Source: an optimization exercise on an open RTL-to-GDS flow (aim: small area). Production flows keep margins and buffers that such runs may drop.
Function was checked by simulation only, so behaviour that the tests miss may differ from the original.
Power is estimated from default activity; no workload was simulated.

==> flow/design.v <==
package mem_pkg;
	localparam int ADDR_W  = 32;	 
	localparam int SIZE_W  = 4;	 
	localparam int BYTE_W  = 8;	 
	localparam int IDX_W   = 4;	 
	localparam int DATA_W  = 64;	 
	localparam int DEPTH   = 16;	 
	localparam logic [SIZE_W-1:0] SIZE_1DW = 4'd3;	 
	localparam logic [SIZE_W-1:0] SIZE_2DW = 4'd8;	 
	localparam logic [SIZE_W-1:0] SIZE_4DW = 4'd9;	 
	localparam logic [1:0] LEN_ERR = 2'd2;
endpackage
`timescale 1ns/1ps
import mem_pkg::*;
module ap_fifo
#(
	parameter int AP_DEPTH = 4,
	parameter int ENT_W    = 7
)
(
	input  logic             bus_if,
	input  logic             reset_n_i,
	input  logic             req_i,
	input  logic [ENT_W-1:0] ent_i,
	input  logic             pop_i,
	output logic             grant_o,
	output logic [ENT_W-1:0] head_o,
	output logic             not_empty_o
);
	localparam int PTR_W = $clog2(AP_DEPTH);
	localparam int CNT_W = $clog2(AP_DEPTH + 1);
	logic [ENT_W-1:0] ent_r [AP_DEPTH];
	logic [PTR_W-1:0] wptr_r;
	logic [PTR_W-1:0] rptr_r;
	logic [CNT_W-1:0] count_r;
	logic             push_s;
	assign push_s = req_i && !count_r[CNT_W-1] && !grant_o;
	always_ff @(posedge bus_if)
	begin
		if (!reset_n_i)
		begin
			wptr_r  <= '0;
			rptr_r  <= '0;
			count_r <= '0;
			grant_o <= 1'b0;
		end
		else
		begin
			if (push_s)
				wptr_r <= wptr_r + 1'b1;
			if (pop_i)
				rptr_r <= rptr_r + 1'b1;
			case ({push_s, pop_i})
				2'b10:   count_r <= count_r + 1'b1;
				2'b01:   count_r <= count_r - 1'b1;
				default: count_r <= count_r;
			endcase
			grant_o <= push_s;
		end
	end
	always_ff @(posedge bus_if)
	begin
		if (push_s)
			ent_r[wptr_r] <= ent_i;
	end
	assign head_o      = ent_r[rptr_r];
	assign not_empty_o = (count_r != '0);
endmodule
`timescale 1ns/1ps
import mem_pkg::*;
module ap_decode
(
	input  logic [mem_pkg::ADDR_W-1:0] addr_i,
	input  logic [mem_pkg::SIZE_W-1:0] size_i,
	output logic [1:0]                 len_o,	 
	output logic [mem_pkg::IDX_W-1:0]  idx_o
);
	logic hi_zero;	 
	logic lo_zero;	 
	logic ok;
	assign hi_zero = (addr_i[ADDR_W-1:7] == '0);
	assign lo_zero = (addr_i[2:0] == 3'd0);
	assign idx_o   = addr_i[6:3];
	always_comb
	begin
		case (size_i)
			SIZE_1DW: begin len_o = 2'd0; ok = hi_zero && ((idx_o != 4'd15) || lo_zero); end
			SIZE_2DW: begin len_o = 2'd1; ok = hi_zero && ((idx_o < 4'd14) || (idx_o == 4'd14 && lo_zero)); end
			SIZE_4DW: begin len_o = 2'd3; ok = hi_zero && ((idx_o < 4'd12) || (idx_o == 4'd12 && lo_zero)); end
			default:  begin len_o = LEN_ERR; ok = 1'b0; end
		endcase
		if (!ok)
			len_o = LEN_ERR;
	end
endmodule
`timescale 1ns/1ps
import mem_pkg::*;
module dp_ctrl
(
	input  logic                      bus_if,
	input  logic                      reset_n_i,
	input  logic                      not_empty_i,
	input  logic                      head_rd_i,
	input  logic [1:0]                head_len_i,
	input  logic [mem_pkg::IDX_W-1:0] head_idx_i,
	input  logic                      write_valid_i,
	output logic                      pop_o,
	output logic                      we_o,		 
	output logic [mem_pkg::IDX_W-1:0] wr_idx_o,
	output logic [mem_pkg::IDX_W-1:0] rd_idx_o,	 
	output logic                      rd_load_o,	 
	output logic                      fwd_o,	 
	output logic                      read_valid_o,
	output logic                      error_o
);
	logic              v_r;		 
	logic              e_r;		 
	logic              w_r;		 
	logic [IDX_W-1:0]  idx_r;	 
	logic [1:0]        rem_r;	 
	logic              rd_s;	 
	logic              beat_s;
	logic              fin_s;
	logic              head_err;
	assign rd_s     = v_r && !e_r;
	assign we_o     = w_r && write_valid_i;
	assign beat_s   = rd_s || we_o;
	assign fin_s    = !(rd_s || w_r) || (beat_s && rem_r == 2'd0);
	assign pop_o    = fin_s && not_empty_i;
	assign head_err = (head_len_i == LEN_ERR);
	assign rd_idx_o  = fin_s ? head_idx_i : idx_r + 1'b1;
	assign rd_load_o = fin_s ? (not_empty_i && head_rd_i && !head_err) : rd_s;
	assign fwd_o     = we_o && (idx_r == head_idx_i);
	assign wr_idx_o  = idx_r;
	assign read_valid_o = v_r;
	assign error_o      = e_r;
	always_ff @(posedge bus_if)
	begin
		if (!reset_n_i)
		begin
			v_r <= 1'b0;
			e_r <= 1'b0;
			w_r <= 1'b0;
		end
		else if (fin_s)
		begin
			v_r <= not_empty_i && head_rd_i;
			e_r <= not_empty_i && head_err;
			w_r <= not_empty_i && !head_rd_i && !head_err;
		end
	end
	always_ff @(posedge bus_if)
	begin
		if (fin_s)
		begin
			idx_r <= head_idx_i;
			rem_r <= head_len_i;
		end
		else if (beat_s)
		begin
			idx_r <= idx_r + 1'b1;
			rem_r <= rem_r - 1'b1;
		end
	end
endmodule
`timescale 1ns/1ps
import mem_pkg::*;
module mem_lane
(
	input  logic                      bus_if,
	input  logic                      reset_n_i,
	input  logic                      we_i,
	input  logic [mem_pkg::IDX_W-1:0] wr_idx_i,
	input  logic [mem_pkg::DATA_W-1:0] wr_data_i,
	output logic [mem_pkg::DEPTH-1:0][mem_pkg::DATA_W-1:0] mem_o
);
	logic [DATA_W-1:0] mem_r [DEPTH];
	always_ff @(posedge bus_if)
	begin
		for (int i = 0; i < DEPTH; i++)
		begin
			if (!reset_n_i || (we_i && wr_idx_i == IDX_W'(i)))
				mem_r[i] <= reset_n_i ? wr_data_i : '0;
		end
	end
	for (genvar g = 0; g < DEPTH; g++)
	begin : g_out
		assign mem_o[g] = mem_r[g];
	end
endmodule
`timescale 1ns/1ps
import mem_pkg::*;
module rd_resp
(
	input  logic                       bus_if,
	input  logic                       reset_n_i,
	input  logic                       load_i,
	input  logic                       fwd_i,
	input  logic [mem_pkg::IDX_W-1:0]  idx_i,
	input  logic [mem_pkg::DEPTH-1:0][mem_pkg::DATA_W-1:0] mem_i,
	input  logic [mem_pkg::DATA_W-1:0] wr_data_i,
	output logic [mem_pkg::DATA_W-1:0] read_data_o
);
	logic [DATA_W-1:0] word_s;
	logic [DEPTH:0] sel_s;	 
	always_comb
	begin
		for (int i = 0; i < DEPTH; i++)
			sel_s[i] = reset_n_i && !fwd_i && idx_i == IDX_W'(i);
		sel_s[DEPTH] = reset_n_i && fwd_i;
		word_s = wr_data_i & {DATA_W{sel_s[DEPTH]}};
		for (int i = 0; i < DEPTH; i++)
			word_s = word_s | (mem_i[i] & {DATA_W{sel_s[i]}});
	end
	always_ff @(posedge bus_if)
	begin
		if (!reset_n_i || load_i)
			read_data_o <= word_s;
	end
endmodule
`timescale 1ns/1ps
import mem_pkg::*;
module ip_mem_top
#(
	parameter int MEM_DEPTH = 16,
	parameter int MEM_WIDTH = 8,
	parameter int AP_DEPTH  = 4
)
(
	input  logic                                 bus_if,
	input  logic                                 reset_n_i,
	input  logic                                 read_i,
	input  logic                                 write_i,
	input  logic [mem_pkg::ADDR_W-1:0]           addr_i,
	input  logic [mem_pkg::SIZE_W-1:0]           size_i,
	input  logic                                 write_valid_i,
	input  logic [MEM_WIDTH*mem_pkg::BYTE_W-1:0] write_data_i,
	output logic                                 grant_o,
	output logic                                 read_valid_o,
	output logic [MEM_WIDTH*mem_pkg::BYTE_W-1:0] read_data_o,
	output logic                                 error_o
);
	logic [1:0]        len;
	logic [IDX_W-1:0]  idx;
	logic [6:0]        head;
	logic              not_empty;
	logic              pop;
	logic              we;
	logic [IDX_W-1:0]  wr_idx;
	logic [IDX_W-1:0]  rd_idx;
	logic              rd_load;
	logic              fwd;
	logic [DEPTH-1:0][DATA_W-1:0] mem;
	ap_decode u_ap_decode
	(
		.addr_i(addr_i), .size_i(size_i), .len_o(len), .idx_o(idx)
	);
	ap_fifo #(.AP_DEPTH(AP_DEPTH), .ENT_W(7)) u_ap_fifo
	(
		.bus_if(bus_if), .reset_n_i(reset_n_i),
		.req_i(read_i || write_i), .ent_i({read_i, len, idx}),
		.pop_i(pop), .grant_o(grant_o), .head_o(head), .not_empty_o(not_empty)
	);
	dp_ctrl u_dp_ctrl
	(
		.bus_if(bus_if), .reset_n_i(reset_n_i),
		.not_empty_i(not_empty), .head_rd_i(head[6]), .head_len_i(head[5:4]),
		.head_idx_i(head[3:0]), .write_valid_i(write_valid_i),
		.pop_o(pop), .we_o(we), .wr_idx_o(wr_idx), .rd_idx_o(rd_idx),
		.rd_load_o(rd_load), .fwd_o(fwd),
		.read_valid_o(read_valid_o), .error_o(error_o)
	);
	mem_lane u_mem
	(
		.bus_if(bus_if), .reset_n_i(reset_n_i), .we_i(we), .wr_idx_i(wr_idx),
		.wr_data_i(write_data_i), .mem_o(mem)
	);
	rd_resp u_rd_resp
	(
		.bus_if(bus_if), .reset_n_i(reset_n_i), .load_i(rd_load), .fwd_i(fwd),
		.idx_i(rd_idx), .mem_i(mem), .wr_data_i(write_data_i), .read_data_o(read_data_o)
	);
endmodule
==> flow/flow/run.sh <==
#!/bin/bash
# Standard synthesis, then the combinational logic re-mapped for area by ABC (registers kept
# as the standard synthesis made them), then the standard layout with port buffers of the
# smallest size and a clock tree without dummy loads.
set -euo pipefail
HERE=$(pwd)
FLOWDIR=$HERE/flow
RES=$HERE/orfs/results/$FLOW_PLATFORM/ip_mem_top/base
YOSYS=$FLOW_HOME/../tools/install/yosys/bin/yosys
LIB=$FLOW_HOME/platforms/$FLOW_PLATFORM/lib/sky130_fd_sc_hd__tt_025C_1v80.lib

export BUFFER_PORTS_ARGS="-buffer_cell sky130_fd_sc_hd__buf_1"
export CTS_ARGS="-sink_clustering_enable -repair_clock_nets -dont_use_dummy_load -sink_clustering_size 10 -sink_clustering_max_diameter 40 -buf_list sky130_fd_sc_hd__clkbuf_4"

bash standard.sh synth > synth.log 2>&1

cp $RES/1_2_yosys.v $HERE/std_synth.v
DONT_USE=$(sed -n '/^export DONT_USE_CELLS/,/^#/p' $FLOW_HOME/platforms/$FLOW_PLATFORM/config.mk | grep -o 'sky130_fd_sc_hd__[a-z0-9_]*' | sed 's/^/-dont_use /' | tr '\n' ' ')
cat > remap.ys <<EOS
read_liberty -ignore_miss_func $LIB
read_verilog $HERE/std_synth.v
hierarchy -top $FLOW_TOP
blackbox $(cat $FLOWDIR/seq_cells.txt)
flatten
delete t:\$scopeinfo
opt_clean
tee -o $HERE/remap_before.txt stat -liberty $LIB
abc -liberty $LIB $DONT_USE -script $FLOWDIR/area.abc
opt_clean -purge
hilomap -singleton -hicell sky130_fd_sc_hd__conb_1 HI -locell sky130_fd_sc_hd__conb_1 LO
insbuf -buf sky130_fd_sc_hd__buf_4 A X
opt_clean -purge
check
tee -o $HERE/remap_after.txt stat -liberty $LIB
select $FLOW_TOP
write_verilog -noattr -noexpr -nohex -nodec -selected $HERE/remap.v
EOS
$YOSYS -s remap.ys > remap.log 2>&1
cp $HERE/remap.v $RES/1_2_yosys.v
rm -f $RES/1_synth.odb $RES/1_synth.sdc

bash standard.sh finish > standard.log 2>&1
==> flow/flow/area.abc <==
&get -n
&st
&dch -f
&nf -a -p -R 1000
&put
mfs2 -a
&get -n
&st
&dch -f
&nf -a -p -R 1000
&put
mfs2 -a
&get -n
&st
&dch -f
&nf -a -p -R 1000
&put
topo
==> flow/flow/seq_cells.txt <==
sky130_fd_sc_hd__dfbbn_1 sky130_fd_sc_hd__dfbbn_2 sky130_fd_sc_hd__dfbbp_1 sky130_fd_sc_hd__dfrbp_1 sky130_fd_sc_hd__dfrbp_2 sky130_fd_sc_hd__dfrtn_1 sky130_fd_sc_hd__dfrtp_1 sky130_fd_sc_hd__dfrtp_2 sky130_fd_sc_hd__dfrtp_4 sky130_fd_sc_hd__dfsbp_1 sky130_fd_sc_hd__dfsbp_2 sky130_fd_sc_hd__dfstp_1 sky130_fd_sc_hd__dfstp_2 sky130_fd_sc_hd__dfstp_4 sky130_fd_sc_hd__dfxbp_1 sky130_fd_sc_hd__dfxbp_2 sky130_fd_sc_hd__dfxtp_1 sky130_fd_sc_hd__dfxtp_2 sky130_fd_sc_hd__dfxtp_4 sky130_fd_sc_hd__dlclkp_1 sky130_fd_sc_hd__dlclkp_2 sky130_fd_sc_hd__dlclkp_4 sky130_fd_sc_hd__dlrbn_1 sky130_fd_sc_hd__dlrbn_2 sky130_fd_sc_hd__dlrbp_1 sky130_fd_sc_hd__dlrbp_2 sky130_fd_sc_hd__dlrtn_1 sky130_fd_sc_hd__dlrtn_2 sky130_fd_sc_hd__dlrtn_4 sky130_fd_sc_hd__dlrtp_1 sky130_fd_sc_hd__dlrtp_2 sky130_fd_sc_hd__dlrtp_4 sky130_fd_sc_hd__dlxbn_1 sky130_fd_sc_hd__dlxbn_2 sky130_fd_sc_hd__dlxbp_1 sky130_fd_sc_hd__dlxtn_1 sky130_fd_sc_hd__dlxtn_2 sky130_fd_sc_hd__dlxtn_4 sky130_fd_sc_hd__dlxtp_1 sky130_fd_sc_hd__edfxbp_1 sky130_fd_sc_hd__edfxtp_1 sky130_fd_sc_hd__lpflow_inputisolatch_1 sky130_fd_sc_hd__sdfbbn_1 sky130_fd_sc_hd__sdfbbn_2 sky130_fd_sc_hd__sdfbbp_1 sky130_fd_sc_hd__sdfrbp_1 sky130_fd_sc_hd__sdfrbp_2 sky130_fd_sc_hd__sdfrtn_1 sky130_fd_sc_hd__sdfrtp_1 sky130_fd_sc_hd__sdfrtp_2 sky130_fd_sc_hd__sdfrtp_4 sky130_fd_sc_hd__sdfsbp_1 sky130_fd_sc_hd__sdfsbp_2 sky130_fd_sc_hd__sdfstp_1 sky130_fd_sc_hd__sdfstp_2 sky130_fd_sc_hd__sdfstp_4 sky130_fd_sc_hd__sdfxbp_1 sky130_fd_sc_hd__sdfxbp_2 sky130_fd_sc_hd__sdfxtp_1 sky130_fd_sc_hd__sdfxtp_2 sky130_fd_sc_hd__sdfxtp_4 sky130_fd_sc_hd__sdlclkp_1 sky130_fd_sc_hd__sdlclkp_2 sky130_fd_sc_hd__sdlclkp_4 sky130_fd_sc_hd__sedfxbp_1 sky130_fd_sc_hd__sedfxbp_2 sky130_fd_sc_hd__sedfxtp_1 sky130_fd_sc_hd__sedfxtp_2 sky130_fd_sc_hd__sedfxtp_4
==> flow/standard.sh <==
#!/bin/bash
# synth_recipe.tcl (not shown) runs the flow's synth.tcl, then flattens the netlist and writes it again
# the make line also repeats each setting of config.mk as NAME=value (left out here)
make -C /OpenROAD-flow-scripts/flow DESIGN_CONFIG=/design/flow/config.mk WORK_HOME=/design/flow/orfs CLKGATE_MAP_FILE= SYNTH_SCRIPT=/design/flow/synth_recipe.tcl "${@:-finish}"
==> flow/config.mk <==
export PLATFORM = sky130hd
export DESIGN_NAME = ip_mem_top
export DESIGN_NICKNAME = ip_mem_top
export VERILOG_FILES = /design/flow/design.v
export SDC_FILE = /design/flow/constraint.sdc
export NUM_CORES = 4
export LEC_CHECK = 0
export CAP_MARGIN = 20
export CORE_MARGIN = 2
export CORE_UTILIZATION = 60
export SLEW_MARGIN = 20
==> flow/constraint.sdc <==
create_clock -name core_clock -period 6.5 [get_ports {bus_if}]
set_input_delay 1.3000 -clock core_clock [delete_from_list [all_inputs] [get_ports {bus_if}]]
set_output_delay 1.3000 -clock core_clock [all_outputs]
set_load 0.01 [all_outputs]
==> summary.md, run 1 <==
| Metric | Value |
|---|---|
| Data arrival time of the critical path | around 5.3 ns |
| Post-detailed-route wirelength per cell | roughly 34 µm |
| Row count | 95 |
| Clock power share | 19.3% |
| Share of power burned in registers | a little under three fifths |
| Hold buffers post-CTS | 0 |
| Drt first-iter violations | roughly 3.4k |
| CP endpoint | u_rd_resp.read_data_o[61] |
| DRT Pass-1 Iters | 8 |
| Setup-violating endpoint count in the final report | 0 |
| Power density over the cells | 366 mW/mm² |
| Total number of vias | about 24k |
| DRT Wirelength | 113000 µm |
| Startpoint kind of the worst setup timing path | flip-flop |
| Commonest non-fill, non-tap cells in the layout | sky130_fd_sc_hd__edfxtp_1 (1122), sky130_fd_sc_hd__a22oi_1 (241), sky130_fd_sc_hd__buf_1 (170), sky130_fd_sc_hd__clkbuf_4 (142), sky130_fd_sc_hd__a222oi_1 (103) |
| Clock Pin Slew Worst Setup and Hold Paths | ~0.10 ns |
| Share of post-route cells with drive strength above 1 | 11.1% |
| Max clock buf depth | 3 |
| Proportion of power drawn by combinational gates | a little under a quarter |
| Fin crit share | between 60% and 70% |
| Global-route wire length before repair | roughly 160000 µm |
| Gr usage total | between 30% and 40% |
| End of the worst register-to-register path | u_rd_resp.read_data_o[61] |
| ANT nets after route | 0 |
| Via-to-Cell Ratio | 7.14 |
| Clock period minus final worst setup slack | ~4.5 ns |
| Switching power summed over all nets | a little over 5 mW |
| Rel. slew slack | approximately a quarter |
| Net count after synthesis | ~2.2k |
| Root Buffer | sky130_fd_sc_hd__clkbuf_4 |
| Core Box Area | 0.0670 mm² |
| Leak Pwr | 14.8 nW |
| Largest stage delay on the critical path | 0.93 ns |
| Mapped Cells | roughly 2.1k |
| Port Buffers | around 170 |
| Sum of net half-perimeters after detailed placement | slightly below 60000 µm |
| Initial cell density of the core | between 60% and 70% |
| Leading cell type in the layout, fill and taps excluded | sky130_fd_sc_hd__edfxtp_1 |
| Endpoint type of the worst setup path | flip-flop |
| Cell repeated most along the worst path | sky130_fd_sc_hd__nand3_1 |
| Die boundary width | between 200 and 300 µm |
| Cell internal power dissipation | 11.3 mW |
| Outcome | complete, no violations |
| Setup Fix Bufs, Post-CTS | 0 |
| Deepest level of the CTS H-tree | 4 |
| Antenna violations before repair | 2 |
| Vias in the first global route | approximately 24k |
| Setup clock skew after layout | 0.0805 ns |
| Clk sinks | 1135 |
| Layout overhead on the synthesized area | 10.2% |
| Number of CTS-inserted buffers | between 100 and 150 |
| Die height | around 260 µm |
| Pin count of the biggest net entering global routing | 57 |
| Final-stage net count | 2584 |
| Worst hold path class | flip-flop to flip-flop |
| Final Hold Fails | 0 |
| Crit-path slowest cell | sky130_fd_sc_hd__o21ai_0 |
| Maximum fanout along the worst path | 31 |
| DRC violation count after routing | 0 |
| TritonCTS clock tree | yes |
| Hold Slack | 0.453 ns |
| Max capacitance violation total | 0 |
| Layout Utilization | around 67% |
| Number of max-slew violations in the final report | 0 |
| Worst Path Required | 7.24 ns |
| Die Outline Area | roughly 0.07 mm² |
| Total global routing overflow | 0 |
| Worst-Margin Slew | approximately 1.1 ns |
| Insertion delay to the later sink of the worst-skew pair | between 1 and 1.5 ns |
| Post-cts resize count | 0 |
| I/O pin count | approximately 170 |
| IR Drop Worst-Case VDD | about 240 µV |
| Final GP Congestion | 0.784 |
| Timing-limited maximum frequency | around 220 MHz |
| Switching power as a share of total power | between 30% and 40% |
| Worst-path cell chain | mux4_2 > xnor2_1 > nand3_1 > o21ai_0 > nor2b_4 > buf_12 > a222oi_1 > nand3_1 > a21oi_1 > o211ai_1 > a221oi_1 > nand3_1 |
| Depth of the worst register-to-register path | 12 |
| Setup CP Type | flip-flop to flip-flop |
| Flop-to-flop setup slack | 1.96 ns |
| Yosys warnings | 6 |
| RSZ-0062 raised after global routing | no |
| Mean post-synth cell area | slightly below 20 µm² |
| Netlist area before placement | 0.0406 mm² |
[how the worst min path moves through the flow]
| stage | from | to | slack, ns | cells after the start |
|---|---|---|---|---|
| after floorplan | u_ap_fifo.rptr_r[1] | flip-flop | 0.41 | 1 |
| after global placement | u_ap_fifo.rptr_r[1] | flip-flop | 0.42 | 1 |
| after detailed placement | u_ap_fifo.rptr_r[1] | u_ap_fifo.rptr_r[1] | 0.45 | 1 |
| after CTS | u_ap_fifo.rptr_r[1] | u_ap_fifo.rptr_r[1] | 0.46 | 1 |
| after global routing | u_ap_fifo.rptr_r[1] | u_ap_fifo.rptr_r[1] | 0.49 | 1 |
| final | u_ap_fifo.rptr_r[1] | u_ap_fifo.rptr_r[1] | 0.45 | 1 |
[cell type report]
type	count	area [µm²]
antenna	1	2.50
clock buffer	141	1060
fill	4658	22400
inverter	2	7.51
multi-input combinational	940	6940
sequential	1135	34000
tap	873	1090
timing repair buffer	259	1610
[per-stage QoR]
| step | instance area (µm²) | setup TNS, ns | setup WS [ns] | total power [mW] | std cells |
|---|---|---|---|---|---|
| floorplan | 40600 | -231.60 | -0.237 | 11.5 | 2077 |
| global placement | 43600 | 0 | 1.47 | 13.2 | 3208 |
| detailed placement | 43600 | 0 | 1.38 | 13.3 | 3208 |
| CTS | 44600 | 0 | 1.96 | 16.3 | 3349 |
| global route | 44700 | 0 | 1.61 | 16.9 | 3351 |
| finish | 44700 | 0 | 1.96 | 16.3 | 3351 |
[worst max-delay path: cells and delay by family (launching register included)]
family                    cells  cell delay (ns)
AOI/OAI and AO/OA             5             1.65
muxes                         1             0.63
buffers and inverters         1             0.32
xor gates and xnor gates      1             0.19
DFF                           1             0.62
and+or+nand+nor               4             0.89
[state kept, by name, summed over array words and instances, names as in the netlist, named ones only]
name / count
u_dp_ctrl.w_r: 1
u_dp_ctrl.v_r: 1
u_mem.mem_r: 1024
u_ap_fifo.grant_o: 1
u_ap_fifo.rptr_r: 2
u_rd_resp.read_data_o: 64
u_ap_fifo.ent_r: 28
u_dp_ctrl.e_r: 1
u_dp_ctrl.idx_r: 4
u_ap_fifo.wptr_r: 2
u_ap_fifo.count_r: 3
u_dp_ctrl.rem_r: 2
[power by group through the flow]
stage	sequential (mW)	clock, mW	combinational, mW
2_1_floorplan	9.54	0	1.93
3_3_place_gp	9.46	0	3.77
3_5_place_dp	9.48	0	3.83
4_1_cts	9.32	3.18	3.84
5_1_grt	9.38	3.44	4.13
6_report	9.31	3.15	3.87
[metal layers]
layer / part of all wire, % / GRT usage [%]
met2: 48 / 52.3
met3: 11 / 6.50
met1: 39 / 47.1
met5: 0 / 0
met4: 2.1 / 8.89
==> inputs of run 2 (changes only) <==
--- a/flow/config.mk
+++ b/flow/config.mk
@@ -10,2 +10,3 @@
 export CORE_UTILIZATION = 60
+export PLACE_DENSITY = 0.75
 export SLEW_MARGIN = 20
==> summary.md, run 2 <==
| Metric | Value |
|---|---|
| Outcome | complete, no violations (unchanged) |
| Core Box Area | 0.0670 mm² (unchanged) |
| Worst-path cell chain | mux4_2 > xnor2_1 > nand3_1 > o21ai_0 > nor2b_4 > buf_4 > a22oi_1 > nand4_1 > a221o_1 > a221oi_1 > nand3_1 (was mux4_2 > xnor2_1 > nand3_1 > o21ai_0 > nor2b_4 > buf_12 > a222oi_1 > nand3_1 > a21oi_1 > o211ai_1 > a221oi_1 > nand3_1) |
| Final instance area | 0.0446 mm² (was 0.0447 mm²) |
| Gr usage total | 31.0% (was 32.8%) |
| Biggest register | u_mem.mem_r (unchanged) |
| Die height | 264 µm (unchanged) |
| Cell family contributing the most delay on the critical path | compound AO/OA/AOI/OAI gates (unchanged) |
| Mapped Cells | 2077 (unchanged) |
| Power density over the cells | 364 mW/mm² (was 366 mW/mm²) |
| Sum of net half-perimeters after detailed placement | 56400 µm (was 58500 µm) |
| Row count | 95 (unchanged) |
| I/O pin count | 172 (unchanged) |
| Crit-path slowest cell | sky130_fd_sc_hd__o21ai_0 (unchanged) |
| Netlist area before placement | 0.0406 mm² (unchanged) |
| Die Outline Area | 0.0697 mm² (unchanged) |
| Pin count of the biggest net entering global routing | 64 (was 57) |
| Worst Path Required | 7.20 ns (was 7.24 ns) |
| End of the worst register-to-register path | u_rd_resp.read_data_o[54] (was u_rd_resp.read_data_o[61]) |
| Worst Min Path Start | u_ap_fifo.rptr_r[1] (unchanged) |
| DRT Wirelength | 107000 µm (was 113000 µm) |
| Number of max-slew violations in the final report | 0 (unchanged) |
| Setup clock skew after layout | 0.0727 ns (was 0.0805 ns) |
| DRC violation count after routing | 0 (unchanged) |
| Setup Fix Bufs, Post-CTS | 0 (unchanged) |
| Drt first-iter violations | 3438 (was 3366) |
| Via-to-Cell Ratio | 7.15 (was 7.14) |
| Crit path buffers/inverters | 1 (unchanged) |
| Mean post-synth cell area | 19.5 µm² (unchanged) |
| Timing-limited maximum frequency | 219 MHz (was 220 MHz) |
| Startpoint kind of the worst setup timing path | flip-flop (unchanged) |
| TritonCTS clock tree | yes (unchanged) |
| Maximum fanout along the worst path | 17 (was 31) |
| Final instance count without filler cells | 3345 (was 3351) |
| RSZ-0062 raised after global routing | no (unchanged) |
| Endpoint type of the worst setup path | flip-flop (unchanged) |
| Clock period minus final worst setup slack | 4.57 ns (was 4.54 ns) |
| ANT nets after route | 0 (unchanged) |
| Setup CP Type | flip-flop to flip-flop (unchanged) |
| Leading cell type in the layout, fill and taps excluded | sky130_fd_sc_hd__edfxtp_1 (unchanged) |
| Cell count of the worst hold path | 1 (unchanged) |
| Cell repeated most along the worst path | sky130_fd_sc_hd__nand3_1 (unchanged) |
| Final Hold Fails | 0 (unchanged) |
| Worst-Margin Slew | 1.19 ns (was 1.10 ns) |
| Final-stage net count | 2576 (was 2584) |
| Yosys warnings | 6 (unchanged) |
| Root Buffer | sky130_fd_sc_hd__clkbuf_4 (unchanged) |
| Cell count after placement | 3202 (was 3208) |
| Antenna violations before repair | 2 (unchanged) |
| Number of flip-flops in the largest register | 1024 (unchanged) |
| DRT Pass-1 Iters | 6 (was 8) |
| Post-detailed-route wirelength per cell | 32.1 µm (was 33.6 µm) |
| Fin crit share | 70.3% (was 69.9%) |
| Die boundary width | 264 µm (unchanged) |
| Setup-violating endpoint count in the final report | 0 (unchanged) |
| Layout overhead on the synthesized area | 9.87% (was 10.2%) |
| Leak Pwr | 14.7 nW (was 14.8 nW) |
| Max clock buf depth | 3 (unchanged) |
| Number of CTS-inserted buffers | 140 (was 141) |
| Data arrival time of the critical path | 5.27 ns (was 5.28 ns) |
| Hold buffers post-CTS | 0 (unchanged) |
| Worst hold path class | flip-flop to flip-flop (unchanged) |
| Port Buffers | 171 (unchanged) |
| Layout Utilization | 66.5% (was 66.6%) |
| Commonest non-fill, non-tap cells in the layout | sky130_fd_sc_hd__edfxtp_1 (1122), sky130_fd_sc_hd__a22oi_1 (241), sky130_fd_sc_hd__buf_1 (170), sky130_fd_sc_hd__clkbuf_4 (141), sky130_fd_sc_hd__a222oi_1 (103) (was sky130_fd_sc_hd__edfxtp_1 (1122), sky130_fd_sc_hd__a22oi_1 (241), sky130_fd_sc_hd__buf_1 (170), sky130_fd_sc_hd__clkbuf_4 (142), sky130_fd_sc_hd__a222oi_1 (103)) |
| Max capacitance violation total | 0 (unchanged) |
| Dpl cell area | 0.0435 mm² (was 0.0436 mm²) |
| Clock Pin Slew Worst Setup and Hold Paths | 0.08 ns (was 0.10 ns) |
| Flop-to-flop setup slack | 1.93 ns (was 1.96 ns) |
| IR Drop Worst-Case VDD | 230 µV (was 240 µV) |
| Area taken by flip-flops and latches | 0.0340 mm² (unchanged) |
| Post-cts resize count | 0 (unchanged) |
| Initial cell density of the core | 60.5% (unchanged) |
| Total of fill cells in the finished design | 4346 (was 4658) |
| Total area of multi-input combinational cells | 0.00696 mm² (was 0.00694 mm²) |
| Vias in the first global route | 23.9k (was 23.8k) |
| Largest registers | u_mem.mem_r x1024, u_rd_resp.read_data_o x64, u_ap_fifo.ent_r x28 (unchanged) |
| Total number of vias | 23.9k (about the same) |
| Deepest level of the CTS H-tree | 4 (unchanged) |
| Rel. slew slack | 20.3% (was 26.3%) |
| Final GP Congestion | 0.844 (was 0.784) |
| Net count after synthesis | 2182 (unchanged) |
| Clk sinks | 1135 (unchanged) |
| Depth of the worst register-to-register path | 11 (was 12) |
| Insertion delay to the later sink of the worst-skew pair | 1.01 ns (about the same) |
| Largest stage delay on the critical path | 0.92 ns (was 0.93 ns) |
| Share of post-route cells with drive strength above 1 | 10.8% (was 11.1%) |
| Global-route wire length before repair | 155000 µm (was 162000 µm) |
| Total global routing overflow | 0 (unchanged) |
## run 2: cell type report
type	count	area share, %
flip-flops and latches	1135	76.2
multi-input cells	940	15.6
repair buffers	252	3.34
well taps	873	2.45
clock buffers	140	2.36
inverters	2	0.0168
diodes	3	0.0168
## run 2: layer usage
metal	wire length (µm)	vias to the layer above	track usage [%]
met5	0	-	0
met4	3160	0	10.6
met3	14900	265	7.21
met2	51300	1909	48.7
met1	38100	11900	43.4
li1	-	9828	-
## run 2: how the worst max path moves through the flow
stage                             start                        end  slack (ns)  cells after the start
after floorplan           write_valid_i         u_mem.mem_r[12][0]       -0.24                      3
after global placement    write_valid_i  u_rd_resp.read_data_o[39]        1.43                     13
after detailed placement  write_valid_i  u_rd_resp.read_data_o[39]        1.24                     13
after CTS                     flip-flop  u_rd_resp.read_data_o[54]        1.97                     11
after global routing          flip-flop  u_rd_resp.read_data_o[52]        1.69                     12
final                         flip-flop  u_rd_resp.read_data_o[54]        1.93                     11
## run 2: worst reg2reg max path: stages (launching register included)
cell	delay [ns]
sky130_fd_sc_hd__dfxtp_1	0.63
sky130_fd_sc_hd__mux4_2	0.63
sky130_fd_sc_hd__xnor2_1	0.20
sky130_fd_sc_hd__nand3_1	0.26
sky130_fd_sc_hd__o21ai_0	0.92
sky130_fd_sc_hd__nor2b_4	0.35
sky130_fd_sc_hd__buf_4	0.30
sky130_fd_sc_hd__a22oi_1	0.27
sky130_fd_sc_hd__nand4_1	0.13
sky130_fd_sc_hd__a221o_1	0.27
sky130_fd_sc_hd__a221oi_1	0.21
sky130_fd_sc_hd__nand3_1	0.11
## run 2: power by group
part / switching, mW / internal [mW] / total, mW / leakage [nW]
clock network: 2.10 / 0.994 / 3.09 / 0.644
registers: 0.294 / 9.02 / 9.31 / 11.5
logic: 2.61 / 1.22 / 3.83 / 2.57
## run 2: stage by stage
step                setup TNS, ns  hold slack [ns]  worst slack (ns)  power [mW]
finish                          0            0.482              1.93        16.2
CTS                             0            0.482              1.97        16.2
detailed placement              0            0.471              1.24        13.2
global placement                0            0.425              1.43        13.1
floorplan                 -231.60            0.412            -0.237        11.5
global route                    0            0.502              1.69        16.8
==> inputs of run 3 (changes only) <==
==> flow/flow/area.abc (replaced) <==
&get -n
&st
&dch -f
&nf -a -p -R 1000
&put
mfs2
&get -n
&st
&dch -f
&nf -a -p -R 1000
&put
topo
==> summary.md, run 3 <==
| Metric | Value |
|---|---|
| IR Drop Worst-Case VDD | 253 µV (was 230 µV) |
| Worst Path Required | 7.32 ns (was 7.20 ns) |
| Worst Min Path Start | u_ap_fifo.rptr_r[1] (unchanged) |
| Max clock buf depth | 3 (unchanged) |
| Layout Utilization | 66.2% (was 66.5%) |
| Total global routing overflow | 0 (unchanged) |
| Sum of net half-perimeters after detailed placement | 56100 µm (was 56400 µm) |
| Number of flip-flops in the largest register | 1024 (unchanged) |
| Antenna violations before repair | 1 (was 2) |
| Vias in the first global route | 24.1k (was 23.9k) |
| Deepest level of the CTS H-tree | 4 (unchanged) |
| Final GP Congestion | 0.813 (was 0.844) |
| Setup clock skew after layout | 0.0922 ns (was 0.0727 ns) |
| Pin count of the biggest net entering global routing | 57 (was 64) |
| Leak Pwr | 14.8 nW (was 14.7 nW) |
| Yosys warnings | 6 (unchanged) |
| Hold buffers post-CTS | 0 (unchanged) |
| Worst-path cell chain | mux4_2 > xnor2_1 > and3_1 > nand4_1 > nand2_1 > nor2_4 > buf_12 > a22oi_1 > nand3_1 > a221oi_1 > nand4_1 > a221o_1 (was mux4_2 > xnor2_1 > nand3_1 > o21ai_0 > nor2b_4 > buf_4 > a22oi_1 > nand4_1 > a221o_1 > a221oi_1 > nand3_1) |
| Cell count of the worst hold path | 1 (unchanged) |
| Fin crit share | 69.7% (was 70.3%) |
| Worst hold path class | flip-flop to flip-flop (unchanged) |
| Largest registers | u_mem.mem_r x1024, u_rd_resp.read_data_o x64, u_ap_fifo.ent_r x28 (unchanged) |
| Insertion delay to the later sink of the worst-skew pair | 1.06 ns (was 1.01 ns) |
| Max capacitance violation total | 0 (unchanged) |
| Depth of the worst register-to-register path | 12 (was 11) |
| Setup CP Type | flip-flop to flip-flop (unchanged) |
| Final Hold Fails | 0 (unchanged) |
| Post-detailed-route wirelength per cell | 32.2 µm (was 32.1 µm) |
| Startpoint kind of the worst setup timing path | flip-flop (unchanged) |
| Die Outline Area | 0.0698 mm² (was 0.0697 mm²) |
| Leading cell type in the layout, fill and taps excluded | sky130_fd_sc_hd__edfxtp_1 (unchanged) |
| Clock period minus final worst setup slack | 4.53 ns (was 4.57 ns) |
| Timing-limited maximum frequency | 221 MHz (was 219 MHz) |
| Netlist area before placement | 0.0406 mm² (about the same) |
| Data arrival time of the critical path | 5.35 ns (was 5.27 ns) |
| Outcome | complete, no violations (unchanged) |
| Die height | 264 µm (about the same) |
| Setup-violating endpoint count in the final report | 0 (unchanged) |
| Maximum fanout along the worst path | 46 (was 17) |
| ANT nets after route | 0 (unchanged) |
| Initial cell density of the core | 60.5% (about the same) |
| Number of max-slew violations in the final report | 0 (unchanged) |
| Global-route wire length before repair | 156000 µm (was 155000 µm) |
| Commonest non-fill, non-tap cells in the layout | sky130_fd_sc_hd__edfxtp_1 (1122), sky130_fd_sc_hd__a22oi_1 (224), sky130_fd_sc_hd__buf_1 (170), sky130_fd_sc_hd__clkbuf_4 (140), sky130_fd_sc_hd__a222oi_1 (113) (was sky130_fd_sc_hd__edfxtp_1 (1122), sky130_fd_sc_hd__a22oi_1 (241), sky130_fd_sc_hd__buf_1 (170), sky130_fd_sc_hd__clkbuf_4 (141), sky130_fd_sc_hd__a222oi_1 (103)) |
| Post-cts resize count | 0 (unchanged) |
| DRT Wirelength | 108000 µm (was 107000 µm) |
| Cell repeated most along the worst path | sky130_fd_sc_hd__nand4_1 (was sky130_fd_sc_hd__nand3_1) |
| Core Box Area | 0.0672 mm² (was 0.0670 mm²) |
| Crit-path slowest cell | sky130_fd_sc_hd__mux4_2 (was sky130_fd_sc_hd__o21ai_0) |
| DRT Pass-1 Iters | 9 (was 6) |
| End of the worst register-to-register path | u_rd_resp.read_data_o[28] (was u_rd_resp.read_data_o[54]) |
| Row count | 95 (unchanged) |
| Endpoint type of the worst setup path | flip-flop (unchanged) |
| Clock Pin Slew Worst Setup and Hold Paths | 0.10 ns (was 0.08 ns) |
| Layout overhead on the synthesized area | 9.42% (was 9.87%) |
| Rel. slew slack | 18.7% (was 20.3%) |
| Power density over the cells | 358 mW/mm² (was 364 mW/mm²) |
| Net count after synthesis | 2212 (was 2182) |
| Total power | 15.9 mW (was 16.2 mW) |
| Drt first-iter violations | 3801 (was 3438) |
| Share of post-route cells with drive strength above 1 | 10.1% (was 10.8%) |
| Number of CTS-inserted buffers | 139 (was 140) |
| Via-to-Cell Ratio | 7.20 (was 7.15) |
| Root Buffer | sky130_fd_sc_hd__clkbuf_4 (unchanged) |
| Flop-to-flop setup slack | 1.97 ns (was 1.93 ns) |
| Port Buffers | 171 (unchanged) |
| Clk sinks | 1135 (unchanged) |
| Mean post-synth cell area | 19.3 µm² (was 19.5 µm²) |
| Gr usage total | 31.1% (was 31.0%) |
| Die boundary width | 264 µm (about the same) |
| RSZ-0062 raised after global routing | no (unchanged) |
| Setup Fix Bufs, Post-CTS | 0 (unchanged) |
| Biggest register | u_mem.mem_r (unchanged) |
| Mapped Cells | 2107 (was 2077) |
| Final-stage net count | 2592 (was 2576) |
| DRC violation count after routing | 0 (unchanged) |
| TritonCTS clock tree | yes (unchanged) |
| Total number of vias | 24.2k (was 23.9k) |
| I/O pin count | 172 (unchanged) |
| Worst-Margin Slew | 1.22 ns (was 1.19 ns) |
| Largest stage delay on the critical path | 0.65 ns (was 0.92 ns) |
run 3: cell types whose count changed in the layout (fill, tap and decap cells not counted), moves of 12 or more:
cell                       delta
sky130_fd_sc_hd__a221oi_1    -36
sky130_fd_sc_hd__a22o_1      +19
sky130_fd_sc_hd__a22oi_1     -17
sky130_fd_sc_hd__buf_4       -15
sky130_fd_sc_hd__nand2_1     +21
sky130_fd_sc_hd__nor2_1      +16
sky130_fd_sc_hd__nor2b_4     -12
run 3: report_power, final:
| part | internal, mW | total, mW | switching (mW) | leakage, nW |
|---|---|---|---|---|
| clock | 0.986 | 3.10 | 2.11 | 0.640 |
| sequential | 8.99 | 9.30 | 0.311 | 11.5 |
| combinational | 1.08 | 3.51 | 2.42 | 2.64 |
run 3: how the worst max path moves through the flow:
| stage | slack (ns) | end | cells after the start | from |
|---|---|---|---|---|
| 3_3_place_gp | 1.24 | u_rd_resp.read_data_o[43] | 12 | write_valid_i |
| 4_1_cts | 2.05 | u_rd_resp.read_data_o[28] | 12 | flip-flop |
| 5_1_grt | 1.64 | u_rd_resp.read_data_o[28] | 12 | flip-flop |
| 3_5_place_dp | 1.15 | u_rd_resp.read_data_o[56] | 11 | write_valid_i |
| 2_1_floorplan | -0.04 | u_mem.mem_r[10][0] | 2 | write_valid_i |
| 6_report | 1.97 | u_rd_resp.read_data_o[28] | 12 | flip-flop |
run 3: through the flow:
step	area, µm²	setup TNS (ns)	setup slack (ns)	hold WS, ns	cells
after CTS	44400	0	2.05	0.452	3356
after global placement	43300	0	1.24	0.422	3214
after global routing	44500	0	1.64	0.480	3360
final	44500	0	1.97	0.448	3360
after detailed placement	43400	0	1.15	0.437	3217
after floorplan	40600	-25.13	-0.0415	0.412	2107
run 3: cell type report:
class	instances	area, µm²
multi-input combinational	971	6970
sequential	1135	34000
fill	4353	22700
tap	873	1090
antenna	2	5.00
inverter	1	3.75
timing repair buffer	239	1410
clock buffer	139	1040
run 3: worst max-delay path: cells and delay by family, from the launching register on:
kind	cells	cell delay (ns)
xor gates and xnor gates	1	0.18
muxes	1	0.65
AOI/OAI and AO/OA	3	0.84
DFF	1	0.63
and+or+nand+nor	6	1.67
buffers and inverters	1	0.30
run 3: layer usage:
metal  up-vias  track usage [%]  wire length [µm]
li1       9879                -                 -
met1     12100             42.8             37800
met2      1954             49.8             51700
met3       284             6.40             14900
met4         0             11.9              3820
met5         -                0                 0
==> inputs of run 4 (changes only) <==
==> flow/flow/area.abc (replaced) <==
strash
dch -f
amap
mfs2
strash
dch -f
amap
topo
==> summary.md, run 4 <==
| Metric | Value |
|---|---|
| Largest registers | u_mem.mem_r x1024, u_rd_resp.read_data_o x64, u_ap_fifo.ent_r x28 (unchanged) |
| Net count after synthesis | 2223 (was 2212) |
| Startpoint kind of the worst setup timing path | flip-flop (unchanged) |
| Final instance area | 0.0447 mm² (was 0.0445 mm²) |
| Total number of vias | 24.4k (was 24.2k) |
| Endpoint type of the worst setup path | flip-flop (unchanged) |
| Share of post-route cells with drive strength above 1 | 11.2% (was 10.1%) |
| Initial cell density of the core | 60.5% (about the same) |
| Sum of net half-perimeters after detailed placement | 57100 µm (was 56100 µm) |
| Commonest non-fill, non-tap cells in the layout | sky130_fd_sc_hd__edfxtp_1 (1122), sky130_fd_sc_hd__a222oi_1 (188), sky130_fd_sc_hd__buf_1 (170), sky130_fd_sc_hd__clkbuf_4 (141), sky130_fd_sc_hd__a22oi_1 (140) (was sky130_fd_sc_hd__edfxtp_1 (1122), sky130_fd_sc_hd__a22oi_1 (224), sky130_fd_sc_hd__buf_1 (170), sky130_fd_sc_hd__clkbuf_4 (140), sky130_fd_sc_hd__a222oi_1 (113)) |
| Pre-CTS setup slack | 1.55 ns (was 1.15 ns) |
| Worst-Margin Slew | 1.05 ns (was 1.22 ns) |
| Vias in the first global route | 24.4k (was 24.1k) |
| Deepest level of the CTS H-tree | 4 (unchanged) |
| Worst Path Required | 7.25 ns (was 7.32 ns) |
| DRC violation count after routing | 0 (unchanged) |
| Yosys warnings | 6 (unchanged) |
| Global-route wire length before repair | 158000 µm (was 156000 µm) |
| Netlist area before placement | 0.0405 mm² (was 0.0406 mm²) |
| IR Drop Worst-Case VDD | 233 µV (was 253 µV) |
| Clock Pin Slew Worst Setup and Hold Paths | 0.10 ns (about the same) |
| Setup-violating endpoint count in the final report | 0 (unchanged) |
| Layout overhead on the synthesized area | 10.3% (was 9.42%) |
| I/O pin count | 172 (unchanged) |
| Pin count of the biggest net entering global routing | 62 (was 57) |
| Port Buffers | 171 (unchanged) |
| Total of fill cells in the finished design | 4397 (was 4353) |
| TritonCTS clock tree | yes (unchanged) |
| Via-to-Cell Ratio | 7.20 (about the same) |
| Post-cts resize count | 0 (unchanged) |
| Timing-limited maximum frequency | 197 MHz (was 221 MHz) |
| DRT Pass-1 Iters | 9 (unchanged) |
| Die boundary width | 264 µm (about the same) |
| Core Box Area | 0.0670 mm² (was 0.0672 mm²) |
| Max clock buf depth | 3 (unchanged) |
| DRT Wirelength | 109000 µm (was 108000 µm) |
| Setup Fix Bufs, Post-CTS | 0 (unchanged) |
| Leak Pwr | 14.8 nW (about the same) |
| RSZ-0062 raised after global routing | no (unchanged) |
| Number of flip-flops in the largest register | 1024 (unchanged) |
| Clk sinks | 1135 (unchanged) |
| Power density over the cells | 358 mW/mm² (about the same) |
| Switching power summed over all nets | 4.93 mW (was 4.85 mW) |
| Switching power as a share of total power | 30.8% (was 30.5%) |
| Root Buffer | sky130_fd_sc_hd__clkbuf_4 (unchanged) |
| Setup clock skew after layout | 0.110 ns (was 0.0922 ns) |
| Die Outline Area | 0.0697 mm² (was 0.0698 mm²) |
| Number of CTS-inserted buffers | 141 (was 139) |
| Setup CP Type | flip-flop to flip-flop (unchanged) |
| Mapped Cells | 2118 (was 2107) |
| Dpl cell area | 0.0436 mm² (was 0.0434 mm²) |
| Die height | 264 µm (about the same) |
| Final-stage net count | 2624 (was 2592) |
| Total global routing overflow | 0 (unchanged) |
| Total power | 16.0 mW (was 15.9 mW) |
| Slack of the critical path | 1.44 ns (was 1.97 ns) |
| Cell internal power dissipation | 11.1 mW (about the same) |
| Post-detailed-route wirelength per cell | 32.2 µm (about the same) |
| Worst hold path class | flip-flop to flip-flop (unchanged) |
| Final Hold Fails | 0 (unchanged) |
| Biggest register | u_mem.mem_r (unchanged) |
| Data arrival time of the critical path | 5.81 ns (was 5.35 ns) |
| Number of max-slew violations in the final report | 0 (unchanged) |
| Drt first-iter violations | 4034 (was 3801) |
| Antenna violations before repair | 1 (unchanged) |
| Gr usage total | 31.6% (was 31.1%) |
| Maximum fanout along the worst path | 16 (was 46) |
| Fin crit share | 77.9% (was 69.7%) |
| Outcome | complete, no violations (unchanged) |
| Clock period minus final worst setup slack | 5.06 ns (was 4.53 ns) |
| Clock power share | 19.5% (about the same) |
| Leading cell type in the layout, fill and taps excluded | sky130_fd_sc_hd__edfxtp_1 (unchanged) |
| Final GP Congestion | 0.864 (was 0.813) |
| Max capacitance violation total | 0 (unchanged) |
| Hold buffers post-CTS | 0 (unchanged) |
| Mean post-synth cell area | 19.1 µm² (was 19.3 µm²) |
| Rel. slew slack | 28.4% (was 18.7%) |
| Row count | 95 (unchanged) |
| Proportion of power drawn by combinational gates | 22.5% (was 22.0%) |
| Insertion delay to the later sink of the worst-skew pair | 1.05 ns (was 1.06 ns) |
| ANT nets after route | 0 (unchanged) |
| Share of power burned in registers | 58.0% (was 58.5%) |
## run 4: per-stage QoR
step           cells  hold slack [ns]  util (%)  setup TNS, ns
2_1_floorplan   2118            0.426         -        -347.67
6_report        3391            0.477      66.7              0
5_1_grt         3391            0.499      66.7              0
3_5_place_dp    3248            0.460      65.1              0
3_3_place_gp    3245            0.444      65.0              0
4_1_cts         3389            0.485      66.7              0
## run 4: worst paths after layout
check                       from                   endpoint  slack (ns)  depth (start not counted)
max                    flip-flop  u_rd_resp.read_data_o[37]        1.44                         15
min          u_ap_fifo.rptr_r[1]                  flip-flop        0.48                          1
max reg2reg            flip-flop  u_rd_resp.read_data_o[37]        1.44                         15
min reg2reg  u_ap_fifo.rptr_r[1]                  flip-flop        0.48                          1
## run 4: layer usage
metal	share of wire (%)	routed length, µm	vias up	global-route usage [%]
met3	14	15300	278	6.94
met4	3.5	3850	0	12.2
li1	-	-	9957	-
met5	0	0	-	0
met1	34	37600	12200	43.1
met2	48	52400	2034	50.4
## run 4: worst max-delay path, stage by stage (launching register included)
cell and delay [ns]:
sky130_fd_sc_hd__dfxtp_1 0.63, sky130_fd_sc_hd__clkinv_1 0.47, sky130_fd_sc_hd__o22ai_1 0.31, sky130_fd_sc_hd__o22ai_1 0.20, sky130_fd_sc_hd__a21oi_1 0.21, sky130_fd_sc_hd__o221ai_1 0.18
sky130_fd_sc_hd__a2111oi_4 0.31, sky130_fd_sc_hd__clkinv_1 0.40, sky130_fd_sc_hd__nand2_1 0.49, sky130_fd_sc_hd__buf_4 0.29, sky130_fd_sc_hd__nor2_4 0.14, sky130_fd_sc_hd__buf_4 0.30
sky130_fd_sc_hd__a222oi_1 0.36, sky130_fd_sc_hd__clkinv_1 0.12, sky130_fd_sc_hd__a211oi_1 0.22, sky130_fd_sc_hd__nand4_1 0.11
## run 4: final cells by class
class                           count  area, µm²  area share (%)
Antenna cell                        1       2.50         0.00560
Clock buffer                      141       1060            2.37
Inverter                           55        223           0.498
Multi-Input combinational cell    927       6770            15.1
Sequential cell                  1135      34000            75.9
Tap cell                          873       1090            2.44
Timing Repair Buffer              259       1610            3.61
## run 4: power by group through the flow
stage               clock network, mW  logic [mW]  registers, mW
floorplan                           0        1.81           9.50
global placement                    0        3.42           9.42
detailed placement                  0        3.52           9.45
CTS                              3.13        3.53           9.29
global route                     3.40        3.79           9.35
finish                           3.12        3.60           9.29
==> inputs of run 5 (changes only) <==
==> flow/flow/area.abc (replaced) <==
&get -n
&st
&dch -f
&nf -a -p -R 1000
&put
mfs2
&get -n
&st
&dch -f
&nf -a -p -R 1000
&put
topo
--- a/flow/config.mk
+++ b/flow/config.mk
@@ -9,3 +9,3 @@
 export CORE_MARGIN = 2
-export CORE_UTILIZATION = 60
+export CORE_UTILIZATION = 65
 export PLACE_DENSITY = 0.75
==> summary.md, run 5 <==
| Metric | Value |
|---|---|
| TritonCTS clock tree | yes (unchanged) |
| DRT Pass-1 Iters | 6 (was 9) |
| Port Buffers | 171 (unchanged) |
| Setup Total Neg Slack | 0 ns (unchanged) |
| Worst Path Required | 7.28 ns (was 7.25 ns) |
| DRC violation count after routing | 0 (unchanged) |
| Setup clock skew after layout | 0.126 ns (was 0.110 ns) |
| Total of fill cells in the finished design | 3781 (was 4397) |
| Number of flip-flops in the largest register | 1024 (unchanged) |
| Pin count of the biggest net entering global routing | 55 (was 62) |
| Global-route wire length before repair | 153000 µm (was 158000 µm) |
| Topmost layer with routed signal wires | met4 (unchanged) |
| Fin crit share | 72.7% (was 77.9%) |
| Root Buffer | sky130_fd_sc_hd__clkbuf_4 (unchanged) |
| Post-detailed-route wirelength per cell | 31.7 µm (was 32.2 µm) |
| Max clock buf depth | 3 (unchanged) |
| Max capacitance violation total | 0 (unchanged) |
| Die Outline Area | 0.0645 mm² (was 0.0697 mm²) |
| Power density over the cells | 357 mW/mm² (was 358 mW/mm²) |
| Worst-Margin Slew | 1.13 ns (was 1.05 ns) |
| Cell internal power dissipation | 11.0 mW (was 11.1 mW) |
| Insertion delay to the later sink of the worst-skew pair | 1.06 ns (was 1.05 ns) |
| Via-to-Cell Ratio | 7.20 (about the same) |
| Met2 wire len | 51500 µm (was 52400 µm) |
| RSZ-0062 raised after global routing | no (unchanged) |
| Clock period minus final worst setup slack | 4.73 ns (was 5.06 ns) |
| Switching power as a share of total power | 30.3% (was 30.8%) |
| Mapped Cells | 2107 (was 2118) |
| Net count after synthesis | 2212 (was 2223) |
| Layout overhead on the synthesized area | 9.24% (was 10.3%) |
| Netlist area before placement | 0.0406 mm² (was 0.0405 mm²) |
| Deepest level of the CTS H-tree | 4 (unchanged) |
| Die boundary width | 254 µm (was 264 µm) |
| Total power | 15.8 mW (was 16.0 mW) |
| Yosys warnings | 6 (unchanged) |
| Final Hold Fails | 0 (unchanged) |
| Startpoint kind of the worst setup timing path | flip-flop (unchanged) |
| Rel. slew slack | 24.4% (was 28.4%) |
| Share of power burned in registers | 58.6% (was 58.0%) |
| Switching power summed over all nets | 4.79 mW (was 4.93 mW) |
| Dpl cell area | 0.0433 mm² (was 0.0436 mm²) |
| Clock Pin Slew Worst Setup and Hold Paths | 0.10 ns (about the same) |
| Antenna violations before repair | 1 (unchanged) |
| Setup CP Type | flip-flop to flip-flop (unchanged) |
| Worst-path cell chain | mux4_2 > xnor2_1 > and3_1 > nand4_1 > nand2_1 > nor2_4 > buf_12 > a22o_1 > a221oi_1 > nand4_1 > a221oi_1 > nand3_1 (was clkinv_1 > o22ai_1 > o22ai_1 > a21oi_1 > o221ai_1 > a2111oi_4 > clkinv_1 > nand2_1 > buf_4 > nor2_4 > buf_4 > a222oi_1 > clkinv_1 > a211oi_1 > nand4_1) |
| Layout Utilization | 72.0% (was 66.7%) |
| Mean post-synth cell area | 19.3 µm² (was 19.1 µm²) |
| Wire length the detailed router placed on met1 | 36200 µm (was 37600 µm) |
| Commonest non-fill, non-tap cells in the layout | sky130_fd_sc_hd__edfxtp_1 (1122), sky130_fd_sc_hd__a22oi_1 (224), sky130_fd_sc_hd__buf_1 (170), sky130_fd_sc_hd__clkbuf_4 (137), sky130_fd_sc_hd__a222oi_1 (113) (was sky130_fd_sc_hd__edfxtp_1 (1122), sky130_fd_sc_hd__a222oi_1 (188), sky130_fd_sc_hd__buf_1 (170), sky130_fd_sc_hd__clkbuf_4 (141), sky130_fd_sc_hd__a22oi_1 (140)) |
| Hold Slack | 0.456 ns (was 0.477 ns) |
| Proportion of power drawn by combinational gates | 22.0% (was 22.5%) |
| Crit path buffers/inverters | 1 (was 5) |
| Die height | 254 µm (was 264 µm) |
| Drt first-iter violations | 3413 (was 4034) |
| Number of CTS-inserted buffers | 136 (was 141) |
| Outcome | complete, no violations (unchanged) |
| Largest stage delay on the critical path | 0.75 ns (was 0.63 ns) |
| Final-stage net count | 2596 (was 2624) |
| Maximum fanout along the worst path | 28 (was 16) |
| Setup Fix Bufs, Post-CTS | 0 (unchanged) |
| Row count | 91 (was 95) |
| Endpoint type of the worst setup path | flip-flop (unchanged) |
| I/O pin count | 172 (unchanged) |
| Leak Pwr | 14.8 nW (about the same) |
| Vias in the first global route | 23.7k (was 24.4k) |
| Total global routing overflow | 0 (unchanged) |
| DR WL met3 | 14300 µm (was 15300 µm) |
| Clk sinks | 1135 (unchanged) |
| IR Drop Worst-Case VDD | 205 µV (was 233 µV) |
| Core Box Area | 0.0617 mm² (was 0.0670 mm²) |
| Hold buffers post-CTS | 0 (unchanged) |
| ANT nets after route | 0 (unchanged) |
| Data arrival time of the critical path | 5.51 ns (was 5.81 ns) |
| Setup-violating endpoint count in the final report | 0 (unchanged) |
| Cell family contributing the most delay on the critical path | simple AND/OR/NAND/NOR gates (was compound AO/OA/AOI/OAI gates) |
| Pre-CTS setup slack | 1.12 ns (was 1.55 ns) |
| Sum of net half-perimeters after detailed placement | 54900 µm (was 57100 µm) |
| Crit-path slowest cell | sky130_fd_sc_hd__nand2_1 (was sky130_fd_sc_hd__dfxtp_1) |
| Final GP Congestion | 0.794 (was 0.864) |
| Post-cts resize count | 0 (unchanged) |
| Final instance count without filler cells | 3327 (was 3391) |
| Share of post-route cells with drive strength above 1 | 10.2% (was 11.2%) |
| Worst hold path class | flip-flop to flip-flop (unchanged) |
| Cell count after placement | 3189 (was 3248) |
| Leading cell type in the layout, fill and taps excluded | sky130_fd_sc_hd__edfxtp_1 (unchanged) |
| Biggest register | u_mem.mem_r (unchanged) |
| DRT Wirelength | 106000 µm (was 109000 µm) |
| Total number of vias | 23.9k (was 24.4k) |
| Initial cell density of the core | 65.9% (was 60.5%) |
| Largest registers | u_mem.mem_r x1024, u_rd_resp.read_data_o x64, u_ap_fifo.ent_r x28 (unchanged) |
| Final instance area | 0.0444 mm² (was 0.0447 mm²) |
| Gr usage total | 33.5% (was 31.6%) |
| Clock power share | 19.4% (was 19.5%) |
| Timing-limited maximum frequency | 212 MHz (was 197 MHz) |
| Slack of the critical path | 1.77 ns (was 1.44 ns) |
| Number of max-slew violations in the final report | 0 (unchanged) |
==> run 5: area by class of cell <==
type | count | area (µm²) | area share, %
Inverter | 1 | 3.75 | 0.00845
Clock buffer | 136 | 1020 | 2.30
Timing Repair Buffer | 246 | 1400 | 3.16
Tap cell | 837 | 1050 | 2.36
Sequential cell | 1135 | 34000 | 76.5
Antenna cell | 1 | 2.50 | 0.00564
Multi-Input combinational cell | 971 | 6970 | 15.7
==> run 5: routing by layer <==
layer / global-route usage, % / up-vias
met2: 54.5 / 1894
met1: 45.3 / 11900
met5: 0 / -
met4: 12.4 / 0
met3: 7.44 / 277
li1: - / 9885
==> run 5: power groups by stage <==
stage | Sequential, mW | Clock (mW) | Combinational (mW)
2_1_floorplan | 9.50 | 0 | 1.80
3_3_place_gp | 9.42 | 0 | 3.35
3_5_place_dp | 9.45 | 0 | 3.44
4_1_cts | 9.29 | 3.08 | 3.45
5_1_grt | 9.35 | 3.34 | 3.71
6_report | 9.29 | 3.07 | 3.49
==> run 5: worst paths after layout <==
kind,startpoint,endpoint,slack (ns),depth (start not counted)
max reg2reg,flip-flop,u_rd_resp.read_data_o[5],1.77,12
min,u_ap_fifo.rptr_r[1],flip-flop,0.46,1
min reg2reg,u_ap_fifo.rptr_r[1],flip-flop,0.46,1
max,flip-flop,u_rd_resp.read_data_o[5],1.77,12
==> inputs of run 6 (changes only) <==
--- a/flow/config.mk
+++ b/flow/config.mk
@@ -9,4 +9,4 @@
 export CORE_MARGIN = 2
-export CORE_UTILIZATION = 65
-export PLACE_DENSITY = 0.75
+export CORE_UTILIZATION = 75
+export PLACE_DENSITY = 0.85
 export SLEW_MARGIN = 20
==> summary.md, run 6 <==
| Metric | Value |
|---|---|
| Total of fill cells in the finished design | 2423 (was 3781) |
| Setup CP Type | flip-flop to flip-flop (unchanged) |
| Die boundary width | 237 µm (was 254 µm) |
| Max clock buf depth | 3 (unchanged) |
| Outcome | complete, no violations (unchanged) |
| Number of max-slew violations in the final report | 0 (unchanged) |
| Die height | 237 µm (was 254 µm) |
| Layout overhead on the synthesized area | 8.68% (was 9.24%) |
| Clock power share | 19.1% (was 19.4%) |
| Deepest level of the CTS H-tree | 4 (unchanged) |
| TritonCTS clock tree | yes (unchanged) |
| Biggest register | u_mem.mem_r (unchanged) |
| Mean post-synth cell area | 19.3 µm² (unchanged) |
| Switching power as a share of total power | 30.3% (about the same) |
| Layout Utilization | 82.3% (was 72.0%) |
| Share of power burned in registers | 58.7% (was 58.6%) |
| Power density over the cells | 359 mW/mm² (was 357 mW/mm²) |
| Share of post-route cells with drive strength above 1 | 9.96% (was 10.2%) |
| ANT nets after route | 0 (unchanged) |
| Mapped Cells | 2107 (unchanged) |
| Largest stage delay on the critical path | 0.81 ns (was 0.75 ns) |
| Total global routing overflow | 0 (unchanged) |
| Total area of multi-input combinational cells | 0.00697 mm² (unchanged) |
| Crit-path slowest cell | sky130_fd_sc_hd__nand2_1 (unchanged) |
| Data arrival time of the critical path | 5.53 ns (was 5.51 ns) |
| Endpoint type of the worst setup path | flip-flop (unchanged) |
| Cell count after placement | 3040 (was 3189) |
| Cell internal power dissipation | 11.0 mW (about the same) |
| Hold Slack | 0.462 ns (was 0.456 ns) |
| Proportion of power drawn by combinational gates | 22.2% (was 22.0%) |
| Worst hold path class | flip-flop to flip-flop (unchanged) |
| Depth of the worst register-to-register path | 11 (was 12) |
| DRC violation count after routing | 0 (unchanged) |
| Initial cell density of the core | 75.7% (was 65.9%) |
| Clock period minus final worst setup slack | 4.76 ns (was 4.73 ns) |
| Rel. slew slack | 22.2% (was 24.4%) |
| Commonest non-fill, non-tap cells in the layout | sky130_fd_sc_hd__edfxtp_1 (1122), sky130_fd_sc_hd__a22oi_1 (224), sky130_fd_sc_hd__buf_1 (170), sky130_fd_sc_hd__clkbuf_4 (136), sky130_fd_sc_hd__a222oi_1 (113) (was sky130_fd_sc_hd__edfxtp_1 (1122), sky130_fd_sc_hd__a22oi_1 (224), sky130_fd_sc_hd__buf_1 (170), sky130_fd_sc_hd__clkbuf_4 (137), sky130_fd_sc_hd__a222oi_1 (113)) |
| Hold buffers post-CTS | 0 (unchanged) |
| Final GP Congestion | 0.826 (was 0.794) |
| Largest registers | u_mem.mem_r x1024, u_rd_resp.read_data_o x64, u_ap_fifo.ent_r x28 (unchanged) |
| End of the worst register-to-register path | u_rd_resp.read_data_o[1] (was u_rd_resp.read_data_o[5]) |
| Antenna violations before repair | 2 (was 1) |
| Worst Path Required | 7.27 ns (was 7.28 ns) |
| Root Buffer | sky130_fd_sc_hd__clkbuf_4 (unchanged) |
| Global-route wire length before repair | 153000 µm (about the same) |
| Setup Fix Bufs, Post-CTS | 0 (unchanged) |
| Number of CTS-inserted buffers | 135 (was 136) |
| Total number of vias | 24.5k (was 23.9k) |
| I/O pin count | 172 (unchanged) |
| Setup clock skew after layout | 0.0763 ns (was 0.126 ns) |
| Maximum fanout along the worst path | 34 (was 28) |
| Cell repeated most along the worst path | sky130_fd_sc_hd__nand3_1 |
| Pin count of the biggest net entering global routing | 65 (was 55) |
| RSZ-0062 raised after global routing | no (unchanged) |
| Net count after synthesis | 2212 (unchanged) |
| Number of flip-flops in the largest register | 1024 (unchanged) |
| Core Box Area | 0.0537 mm² (was 0.0617 mm²) |
| Flop-to-flop setup slack | 1.74 ns (was 1.77 ns) |
| Post-cts resize count | 0 (unchanged) |
| Final instance count without filler cells | 3182 (was 3327) |
| DRT Wirelength | 105000 µm (was 106000 µm) |
| Final instance area | 0.0442 mm² (was 0.0444 mm²) |
| Worst-Margin Slew | 1.17 ns (was 1.13 ns) |
| CP endpoint | u_rd_resp.read_data_o[1] (was u_rd_resp.read_data_o[5]) |
| Drt first-iter violations | 4363 (was 3413) |
| Yosys warnings | 6 (unchanged) |
| Clk sinks | 1135 (unchanged) |
| Leading cell type in the layout, fill and taps excluded | sky130_fd_sc_hd__edfxtp_1 (unchanged) |
| Insertion delay to the later sink of the worst-skew pair | 1.04 ns (was 1.06 ns) |
| Via-to-Cell Ratio | 7.68 (was 7.20) |
| Final Hold Fails | 0 (unchanged) |
| IR Drop Worst-Case VDD | 231 µV (was 205 µV) |
| Die Outline Area | 0.0561 mm² (was 0.0645 mm²) |
| Final-stage net count | 2588 (was 2596) |
| Netlist area before placement | 0.0406 mm² (unchanged) |
| Setup Total Neg Slack | 0 ns (unchanged) |
| Worst-path cell chain | mux4_2 > xnor2_1 > and3_1 > nand4_1 > nand2_1 > nor2_4 > buf_12 > a22oi_1 > nand3_1 > a2111oi_0 > nand3_1 (was mux4_2 > xnor2_1 > and3_1 > nand4_1 > nand2_1 > nor2_4 > buf_12 > a22o_1 > a221oi_1 > nand4_1 > a221oi_1 > nand3_1) |
| Dpl cell area | 0.0431 mm² (was 0.0433 mm²) |
| Leak Pwr | 14.8 nW (about the same) |
| Max capacitance violation total | 0 (unchanged) |
| Post-detailed-route wirelength per cell | 33.0 µm (was 31.7 µm) |
| Area taken by flip-flops and latches | 0.0340 mm² (unchanged) |
| Row count | 85 (was 91) |
| Vias in the first global route | 24.7k (was 23.7k) |
| DRT Pass-1 Iters | 8 (was 6) |
| Startpoint kind of the worst setup timing path | flip-flop (unchanged) |
| Gr usage total | 38.5% (was 33.5%) |
| Port Buffers | 171 (unchanged) |
| Timing-limited maximum frequency | 210 MHz (was 212 MHz) |
| Switching power summed over all nets | 4.81 mW (was 4.79 mW) |
| Setup-violating endpoint count in the final report | 0 (unchanged) |
| Clock Pin Slew Worst Setup and Hold Paths | 0.11 ns (was 0.10 ns) |
| Sum of net half-perimeters after detailed placement | 55200 µm (was 54900 µm) |
| Fin crit share | 73.2% (was 72.7%) |
[run 6: power groups by stage]
stage                     Combinational, mW  Sequential, mW  Clock (mW)
after floorplan                        1.80            9.50           0
after global routing                   3.68            9.36        3.29
after detailed placement               3.40            9.46           0
after CTS                              3.41            9.30        3.02
final                                  3.52            9.31        3.03
after global placement                 3.27            9.41           0
[run 6: worst min path at each step]
stage                        start  cells after the start                   to
2_1_floorplan  u_ap_fifo.rptr_r[1]                      1            flip-flop
3_3_place_gp   u_ap_fifo.rptr_r[1]                      1            flip-flop
3_5_place_dp   u_ap_fifo.rptr_r[1]                      1            flip-flop
4_1_cts        u_ap_fifo.rptr_r[1]                      1  u_ap_fifo.rptr_r[1]
5_1_grt        u_ap_fifo.rptr_r[1]                      1  u_ap_fifo.rptr_r[1]
6_report       u_ap_fifo.rptr_r[1]                      1  u_ap_fifo.rptr_r[1]
[run 6: worst max-delay path: cells and delay by family (launching register included)]
family	cells	cell delay, ns
buffers and inverters	1	0.28
XOR/XNOR	1	0.16
multiplexers	1	0.63
AND/OR/NAND/NOR	6	2.03
AO/OA/AOI/OAI	2	0.76
flip-flops	1	0.62
[run 6: through the flow]
stage / power (mW) / setup slack, ns
floorplan: 11.3 / -0.0415
finish: 15.9 / 1.74
detailed placement: 12.9 / 1.30
global placement: 12.7 / 1.64
global route: 16.3 / 1.59
CTS: 15.7 / 1.88
[run 6: metal layers]
layer	share of wire (%)	GRT usage, %
met5	0	0
met3	16	10.0
met2	48	60.3
met1	31	51.4
met4	5.3	19.7
[run 6: layout make-up]
class	instances	area share, %
timing repair buffer	239	3.06
inverter	1	0.00850
sequential	1135	76.9
antenna	5	0.0283
multi-input combinational	971	15.8
clock buffer	135	2.29
tap	696	1.97

-- afterwards: timing with drivers on the ports --
The flow's constraints put no driver on any port. The routed layouts listed below were extracted and timed again, unchanged, in two steps.
Step 1 assumes that a clkbuf_16 drives the clock port and a buf_2 every other input.
Step 2 also shifts input and output timing later by t, the mid clock arrival at the registers, as if the neighbouring blocks saw the same clock.
Slacks: ideal / step 1 / step 2; pairs: ideal / step 1.
run	shift t [ns]	setup slack, ns	worst setup path at the end	worst slew at a driven data input, ns
run 1	1.026	1.958 / 1.958 / 1.278	input to register	0.10
run 2	1.043	1.930 / 1.930 / 1.128	input to register	0.06
run 3	1.074	1.969 / 1.969 / 1.002	input to register	0.05
run 4	1.062	1.436 / 1.436 / 1.433	input to register	0.04
run 5	1.055	1.775 / 1.775 / 1.089	input to register	0.06
run 6	1.069	1.739 / 1.739 / 1.068	input to register	0.05
After both steps every run listed still meets setup and hold. The setup slack of run 3, which loses most, moves by 0.000 ns with the drivers and by -0.967 ns with both steps.
